What follows belongs to an exercise in optimizing a design on an open flow for small area, a short achievable clock period and few clock cycles per item; a production flow would make more cautious choices.
Function was checked by simulation only, so behaviour that the tests miss may differ from the original.

v38:
==> flow/design.v <==
`default_nettype none
package modexp_pkg;
    localparam int CFG_DATA_W = 32;
    localparam int CFG_IDX_W  = 2;
    localparam logic [CFG_IDX_W-1:0] CFG_EXPONENT = 2'd0;
    localparam logic [CFG_IDX_W-1:0] CFG_MODULUS  = 2'd1;
    localparam logic [CFG_DATA_W-1:0] EXPONENT_RESET = 32'd17;
    localparam logic [CFG_DATA_W-1:0] MODULUS_RESET  = 32'd3233;
endpackage
`default_nettype wire
`default_nettype none
module modexp_ctrl
#(
    parameter int VALUE_WIDTH = 32
) (
    input  wire logic       i_clk,
    input  wire logic       i_rst_n,
    input  wire logic       i_start,
    input  wire logic       i_exp_lt2,
    input  wire logic       i_mod_lt2,
    input  wire logic       i_exp_bit,     
    input  wire logic       i_mod_msb,     
    output logic [4:0]      o_j,           
    output logic [4:0]      o_cnt,         
    output logic            o_idle,        
    output logic            o_init,        
    output logic            o_run,         
    output logic            o_mul,         
    output logic            o_last,        
    output logic            o_next_mul,    
    output logic            o_fast_red,    
    input  wire logic       i_p_msb,       
    output logic            o_busy,
    output logic            o_done
);
    typedef enum logic [1:0] {
        S_IDLE,
        S_INIT,
        S_SCAN,
        S_RUN
    } t_state;
    t_state     r_state, n_state;
    logic [4:0] r_j, n_j;
    logic [4:0] r_cnt, n_cnt;
    logic       r_mul, n_mul;
    logic       r_busy, n_busy;
    logic       r_done, n_done;
    assign o_last = (r_state == S_RUN) && (r_cnt == 5'd31);
    always_comb begin
        n_state = r_state;
        n_j     = r_j;
        n_cnt   = r_cnt;
        n_mul   = r_mul;
        n_busy  = r_busy;
        n_done  = 1'b0;
        case (r_state)
            S_IDLE: begin
                if (i_start) begin
                    n_state = S_INIT;
                    n_busy  = 1'b1;
                end
            end
            S_INIT: begin
                n_j   = 5'd31;
                n_cnt = 5'd0;
                if (i_exp_lt2) begin
                    n_state = S_RUN;
                    n_mul   = 1'b1;
                    n_cnt   = 5'd31;
                    n_j     = 5'd0;
                end else if (i_mod_lt2) begin
                    n_state = S_IDLE;
                    n_busy  = 1'b0;
                    n_done  = 1'b1;
                end else begin
                    n_state = S_SCAN;
                end
            end
            S_SCAN: begin
                if (i_exp_bit) begin
                    n_state = S_RUN;
                    n_mul   = 1'b1;
                    n_cnt   = i_mod_msb ? 5'd31 : 5'd0;
                end else begin
                    n_j = r_j - 5'd1;
                end
            end
            S_RUN: begin
                n_cnt = r_cnt + 5'd1;
                if (r_cnt == 5'd31) begin
                    if (!r_mul && i_exp_bit) begin
                        n_mul = 1'b1;
                    end else if (r_j == 5'd0) begin
                        n_state = S_IDLE;
                        n_busy  = 1'b0;
                        n_done  = 1'b1;
                    end else begin
                        n_j   = r_j - 5'd1;
                        n_mul = 1'b0;
                        n_cnt = {4'd0, !i_p_msb};
                    end
                end
            end
            default: begin
                n_state = S_IDLE;
                n_busy  = 1'b0;
            end
        endcase
    end
    always_ff @(posedge i_clk) begin
        if (!i_rst_n) begin
            r_state <= S_IDLE;
            r_busy  <= 1'b0;
            r_done  <= 1'b0;
        end else begin
            r_state <= n_state;
            r_busy  <= n_busy;
            r_done  <= n_done;
        end
        r_j   <= n_j;
        r_cnt <= n_cnt;
        r_mul <= n_mul;
    end
    assign o_j        = r_j;
    assign o_cnt      = r_cnt;
    assign o_idle     = (r_state == S_IDLE);
    assign o_init     = (r_state == S_INIT);
    assign o_run      = (r_state == S_RUN);
    assign o_mul      = r_mul;
    assign o_next_mul = (n_state == S_RUN) && n_mul;
    assign o_fast_red = ((r_state == S_SCAN) && i_exp_bit && i_mod_msb) ||
                        ((r_state == S_INIT) && i_exp_lt2);
    assign o_busy     = r_busy;
    assign o_done     = r_done;
endmodule
`default_nettype wire
`default_nettype none
module modexp_dp
#(
    parameter int VALUE_WIDTH = 32,
    parameter int ADD_ARCH    = 1
) (
    input  wire logic [VALUE_WIDTH-1:0] i_p,
    input  wire logic [VALUE_WIDTH-1:0] i_b,
    input  wire logic                   i_a_bit,
    input  wire logic                   i_a_bit_n,   
    input  wire logic [VALUE_WIDTH-1:0] i_m,
    input  wire logic                   i_keep,    
    output logic      [VALUE_WIDTH-1:0] o_p_next
);
    localparam int W = VALUE_WIDTH;
    localparam int X = W + 3;    
    logic [X-1:0] x, y, nm1, nm2;
    logic [X-1:0] s1, c1, s2, c2;
    logic [X-1:0] t0, t1, t2;
    assign x   = {2'b00, i_p, 1'b0};
    assign y   = {3'b000, (i_a_bit_n ? '0 : i_b[W-1:W/2]), (i_a_bit ? i_b[W/2-1:0] : '0)};
    assign nm1 = ~{3'b000, i_m};
    assign nm2 = ~{2'b00, i_m, 1'b0};
    assign s1 = x ^ y ^ nm1;
    assign c1 = (x & y) | (x & nm1) | (y & nm1);
    assign s2 = x ^ y ^ nm2;
    assign c2 = (x & y) | (x & nm2) | (y & nm2);
    modexp_add #(.N(X), .ARCH(ADD_ARCH)) u_add0 (.i_a(x),  .i_b(y),                   .i_ci(1'b0), .o_sum(t0));
    modexp_add #(.N(X), .ARCH(ADD_ARCH)) u_add1 (.i_a(s1), .i_b({c1[X-2:0], 1'b0}), .i_ci(1'b1), .o_sum(t1));
    modexp_add #(.N(X), .ARCH(ADD_ARCH)) u_add2 (.i_a(s2), .i_b({c2[X-2:0], 1'b0}), .i_ci(1'b1), .o_sum(t2));
    always_comb begin
        if (!t2[X-1] && !i_keep)      o_p_next = t2[W-1:0];
        else if (!t1[X-1] && !i_keep) o_p_next = t1[W-1:0];
        else               o_p_next = t0[W-1:0];
    end
endmodule
module modexp_add
#(
    parameter int N    = 35,
    parameter int ARCH = 0
) (
    input  wire logic [N-1:0] i_a,
    input  wire logic [N-1:0] i_b,
    input  wire logic         i_ci,
    output logic      [N-1:0] o_sum
);
    localparam int L = $clog2(N);
    logic [N-1:0] g0, p0;
    logic [N-1:0] g [0:2*L];
    logic [N-1:0] p [0:2*L];
    logic [N:0]   c;
    assign g0 = i_a & i_b;
    assign p0 = i_a ^ i_b;
    always_comb begin
        for (int l = 0; l <= 2*L; l++) begin
            g[l] = '0;
            p[l] = '0;
        end
        g[0] = g0;
        p[0] = p0;
        g[0][0] = g0[0] | (p0[0] & i_ci);
        if (ARCH == 1) begin
            for (int l = 0; l < L; l++) begin
                g[l+1] = g[l];
                p[l+1] = p[l];
                for (int k = 0; k < N; k++) begin
                    if (((k >> l) & 1) == 1) begin
                        g[l+1][k] = g[l][k] | (p[l][k] & g[l][((k >> l) << l) - 1]);
                        p[l+1][k] = p[l][k] & p[l][((k >> l) << l) - 1];
                    end
                end
            end
            for (int l = L; l < 2*L; l++) begin
                g[l+1] = g[l];
                p[l+1] = p[l];
            end
        end else begin
            for (int l = 0; l < L; l++) begin
                g[l+1] = g[l];
                p[l+1] = p[l];
                for (int k = 0; k < N; k++) begin
                    if ((k % (1 << (l+1))) == (1 << (l+1)) - 1) begin
                        g[l+1][k] = g[l][k] | (p[l][k] & g[l][k - (1 << l)]);
                        p[l+1][k] = p[l][k] & p[l][k - (1 << l)];
                    end
                end
            end
            for (int l = L - 1; l >= 0; l--) begin
                g[2*L-l] = g[2*L-l-1];
                p[2*L-l] = p[2*L-l-1];
                for (int k = 0; k < N; k++) begin
                    if (k >= (1 << (l+1)) && (k % (1 << (l+1))) == (1 << l) - 1) begin
                        g[2*L-l][k] = g[2*L-l-1][k] | (p[2*L-l-1][k] & g[2*L-l-1][k - (1 << l)]);
                        p[2*L-l][k] = p[2*L-l-1][k] & p[2*L-l-1][k - (1 << l)];
                    end
                end
            end
        end
    end
    assign c     = {g[2*L], i_ci};
    assign o_sum = p0 ^ c[N-1:0];
endmodule
`default_nettype wire
`default_nettype none
module modular_exponentiation_unit
#(
    parameter int VALUE_WIDTH = 32
) (
    input  wire logic                   i_clk,
    input  wire logic                   i_rst_n,
    input  wire logic                   i_start,
    input  wire logic [VALUE_WIDTH-1:0] i_base_value,
    input  wire logic                   i_is_last,
    output logic                        o_busy,
    output logic                        o_done,
    output logic [VALUE_WIDTH-1:0]      o_power_value,
    output logic                        o_last_out,
    input  wire logic                   i_cfg_we,
    input  wire logic [modexp_pkg::CFG_IDX_W-1:0]  i_cfg_index,
    input  wire logic [modexp_pkg::CFG_DATA_W-1:0] i_cfg_data
);
    localparam int W = VALUE_WIDTH;
    logic [W-1:0] r_exponent, r_modulus, exponent;
    logic         r_exp_rst;    
    always_ff @(posedge i_clk) begin
        if (!i_rst_n) begin
            r_modulus  <= modexp_pkg::MODULUS_RESET[W-1:0];
        end else if (i_cfg_we && i_cfg_index == modexp_pkg::CFG_MODULUS) begin
            r_modulus  <= i_cfg_data[W-1:0];
        end
        if (!i_rst_n) begin
            r_exp_rst  <= 1'b1;
        end else if (i_cfg_we && i_cfg_index == modexp_pkg::CFG_EXPONENT) begin
            r_exp_rst  <= 1'b0;
        end
        if (i_rst_n && i_cfg_we && i_cfg_index == modexp_pkg::CFG_EXPONENT) begin
            r_exponent <= i_cfg_data[W-1:0];
        end
    end
    assign exponent = r_exp_rst ? modexp_pkg::EXPONENT_RESET[W-1:0] : r_exponent;
    logic       exp_lt2, mod_lt2, exp_bit;
    logic [4:0] j, cnt;
    logic       idle, init, run, mul, last, next_mul, fast_red;
    assign exp_lt2 = (exponent[W-1:1] == '0);
    assign mod_lt2 = (r_modulus[W-1:1] == '0);
    assign exp_bit = exponent[j];
    modexp_ctrl #(
        .VALUE_WIDTH(VALUE_WIDTH)
    ) u_ctrl (
        .i_clk      (i_clk),
        .i_rst_n    (i_rst_n),
        .i_start    (i_start),
        .i_exp_lt2  (exp_lt2),
        .i_mod_lt2  (mod_lt2),
        .i_exp_bit  (exp_bit),
        .i_mod_msb  (r_modulus[W-1]),
        .o_j        (j),
        .o_cnt      (cnt),
        .o_idle     (idle),
        .o_init     (init),
        .o_run      (run),
        .o_mul      (mul),
        .o_last     (last),
        .o_next_mul (next_mul),
        .o_fast_red (fast_red),
        .i_p_msb    (p_next[W-1]),
        .o_busy     (o_busy),
        .o_done     (o_done)
    );
    logic [W-1:0] r_base, r_acc, r_p;
    logic         r_a_bit, r_a_bit_n, r_tag, r_first, r_keep;
    logic         a_bit_d;
    logic [W-1:0] base_d, p_next, b_op;
    logic         acc_bit;
    assign b_op = r_first ? {{(W-1){1'b0}}, 1'b1} : r_acc;
    modexp_dp #(
        .VALUE_WIDTH(VALUE_WIDTH)
    ) u_dp (
        .i_p      (r_p),
        .i_b      (b_op),
        .i_a_bit  (r_a_bit),
        .i_a_bit_n(r_a_bit_n),
        .i_m      (r_modulus),
        .i_keep   (r_keep),
        .o_p_next (p_next)
    );
    always_comb begin
        if (idle)            base_d = i_base_value;
        else if (run && mul && !(r_first && r_modulus[W-1]))
                             base_d = {r_base[W-2:0], r_base[W-1]};
        else                 base_d = r_base;
    end
    assign acc_bit = r_acc[5'd30 - cnt];
    always_comb begin
        if (fast_red)      a_bit_d = r_base[0];
        else if (next_mul) a_bit_d = base_d[W-1];
        else if (last)     a_bit_d = p_next[W-1] | p_next[W-2];   
        else if (run)      a_bit_d = acc_bit;
        else               a_bit_d = 1'b0;
    end
    always_ff @(posedge i_clk) begin
        r_base <= base_d;
        if (idle) begin
            r_tag <= i_is_last;
        end
        if (init) begin
            r_keep <= exp_lt2;
        end
        if (init) begin
            r_first <= 1'b1;
        end else if (last) begin
            r_first <= 1'b0;
        end
        if (init || last) begin
            r_acc <= p_next;
        end
        if (fast_red)  r_p <= {1'b0, r_base[W-1:1]};
        else           r_p <= (run && !last) ? p_next : '0;
        r_a_bit   <= a_bit_d;
        r_a_bit_n <= !a_bit_d;
    end
    assign o_power_value = r_acc;
    assign o_last_out    = r_tag;
endmodule
`default_nettype wire
Settings: LEC_CHECK=0, CAP_MARGIN=20, CORE_MARGIN=2, CORE_UTILIZATION=40, SETUP_SLACK_MARGIN=5, SLEW_MARGIN=20; clock period 9.0 ns.
standard.sh (not shown) runs the stock make flow with config.mk's settings and CLKGATE_MAP_FILE= SYNTH_SCRIPT=/design/flow/synth_recipe.tcl, a recipe that flattens the netlist after the stock synthesis.
==> flow/flow/run.sh <==
#!/bin/bash
# the standard layout, with the port buffers made from the smallest buffer cell
set -euo pipefail
export BUFFER_PORTS_ARGS="-buffer_cell sky130_fd_sc_hd__buf_1"
bash standard.sh > standard.log 2>&1
Testbench counts of v38, summed over its fixed seeds: cycles 369,088, items 256.
Modified inputs, v30 compared to v38
--- a/flow/design.v
+++ b/flow/design.v
@@ -29,7 +29,7 @@
     output logic            o_last,        
     output logic            o_next_mul,    
     output logic            o_fast_red,    
-    input  wire logic       i_p_msb,       
+    input  wire logic [2:0] i_p_top,       
     output logic            o_busy,
     output logic            o_done
 );
@@ -97,7 +97,9 @@
                     end else begin
                         n_j   = r_j - 5'd1;
                         n_mul = 1'b0;
-                        n_cnt = {4'd0, !i_p_msb};
+                        n_cnt = i_p_top[2] ? 5'd0 :
+                                i_p_top[1] ? 5'd1 :
+                                i_p_top[0] ? 5'd2 : 5'd3;
                     end
                 end
             end
@@ -143,7 +145,6 @@
     input  wire logic [VALUE_WIDTH-1:0] i_p,
     input  wire logic [VALUE_WIDTH-1:0] i_b,
     input  wire logic                   i_a_bit,
-    input  wire logic                   i_a_bit_n,   
     input  wire logic [VALUE_WIDTH-1:0] i_m,
     input  wire logic                   i_keep,    
     output logic      [VALUE_WIDTH-1:0] o_p_next
@@ -154,7 +155,7 @@
     logic [X-1:0] s1, c1, s2, c2;
     logic [X-1:0] t0, t1, t2;
     assign x   = {2'b00, i_p, 1'b0};
-    assign y   = {3'b000, (i_a_bit_n ? '0 : i_b[W-1:W/2]), (i_a_bit ? i_b[W/2-1:0] : '0)};
+    assign y   = i_a_bit ? {3'b000, i_b} : '0;
     assign nm1 = ~{3'b000, i_m};
     assign nm2 = ~{2'b00, i_m, 1'b0};
     assign s1 = x ^ y ^ nm1;
@@ -299,13 +300,12 @@
         .o_last     (last),
         .o_next_mul (next_mul),
         .o_fast_red (fast_red),
-        .i_p_msb    (p_next[W-1]),
+        .i_p_top    (p_next[W-1:W-3]),
         .o_busy     (o_busy),
         .o_done     (o_done)
     );
     logic [W-1:0] r_base, r_acc, r_p;
-    logic         r_a_bit, r_a_bit_n, r_tag, r_first, r_keep;
-    logic         a_bit_d;
+    logic         r_a_bit, r_tag, r_first, r_keep;
     logic [W-1:0] base_d, p_next, b_op;
     logic         acc_bit;
     assign b_op = r_first ? {{(W-1){1'b0}}, 1'b1} : r_acc;
@@ -315,7 +315,6 @@
         .i_p      (r_p),
         .i_b      (b_op),
         .i_a_bit  (r_a_bit),
-        .i_a_bit_n(r_a_bit_n),
         .i_m      (r_modulus),
         .i_keep   (r_keep),
         .o_p_next (p_next)
@@ -327,13 +326,6 @@
         else                 base_d = r_base;
     end
     assign acc_bit = r_acc[5'd30 - cnt];
-    always_comb begin
-        if (fast_red)      a_bit_d = r_base[0];
-        else if (next_mul) a_bit_d = base_d[W-1];
-        else if (last)     a_bit_d = p_next[W-1] | p_next[W-2];   
-        else if (run)      a_bit_d = acc_bit;
-        else               a_bit_d = 1'b0;
-    end
     always_ff @(posedge i_clk) begin
         r_base <= base_d;
         if (idle) begin
@@ -352,8 +344,11 @@
         end
         if (fast_red)  r_p <= {1'b0, r_base[W-1:1]};
         else           r_p <= (run && !last) ? p_next : '0;
-        r_a_bit   <= a_bit_d;
-        r_a_bit_n <= !a_bit_d;
+        if (fast_red)  r_a_bit <= r_base[0];
+        else if (next_mul) r_a_bit <= base_d[W-1];
+        else if (last) r_a_bit <= |p_next[W-1:W-4];   
+        else if (run)  r_a_bit <= acc_bit;
+        else           r_a_bit <= 1'b0;
     end
     assign o_power_value = r_acc;
     assign o_last_out    = r_tag;
[summary]
- When the final numbers for v30 and v38 were put side by side, the total number of tap cells turned out to be greater in v38.
- Against v38, v30 reports a sequential share of cell area that is higher.
- Status | v30 and v38 | clean
- Comparing v30 with v38, the worst clock skew came out essentially unchanged.
- Compared with v38, v30 ends up with less cell area.
- Changes observed in v30 relative to v38: data required time of the critical path essentially unchanged; global-route usage was more or less identical; inverter count of the layout excluding clock inverters saw an increase; post-synthesis cell area shrank by 270 sq um; last weighted congestion value of the routability-driven placer dropped 0.0098.
- v30 vs. v38: wire length of the first global-routing pass lost about 0.44%, number of rows in the core area decreased by 1.5% relative to the old numbers.
- Die: v30 smaller than v38
- The higher worst-case setup slack after placement of v30 and v38 is in v38.
Testbench counts of v30, summed over its fixed seeds: cycles 365,233, items 256.

==> re-timing with driven ports <==
How much do the figures lean on ideal ports? The routed layouts below were timed once more, with nothing changed but the port constraints. Step 1 sets driving cells, clkbuf_16 on the clock port and buf_2 on the other inputs (assumed; they add their load-dependent delay and slew). Step 2, shift: input delay + t, output delay - t, t = (earliest + latest rising clock arrival at the registers) / 2. This alone moves slack from input paths to output paths. Slacks: no drivers / after step 1 / after step 2; pairs: no drivers / after step 1.
| run | t (ns) | setup slack, ns | worst setup path after step 2 | clock arrival spread, ns | pins driven straight from the clock port |
|---|---|---|---|---|---|
| v38 | 0.498 | 4.813 / 4.813 / 4.813 | register to register | 0.010 / 0.010 | 1 |
| v30 | 0.492 | 4.561 / 4.561 / 4.561 | register to register | 0.012 / 0.012 | 1 |
After both steps every run listed still meets setup and hold.
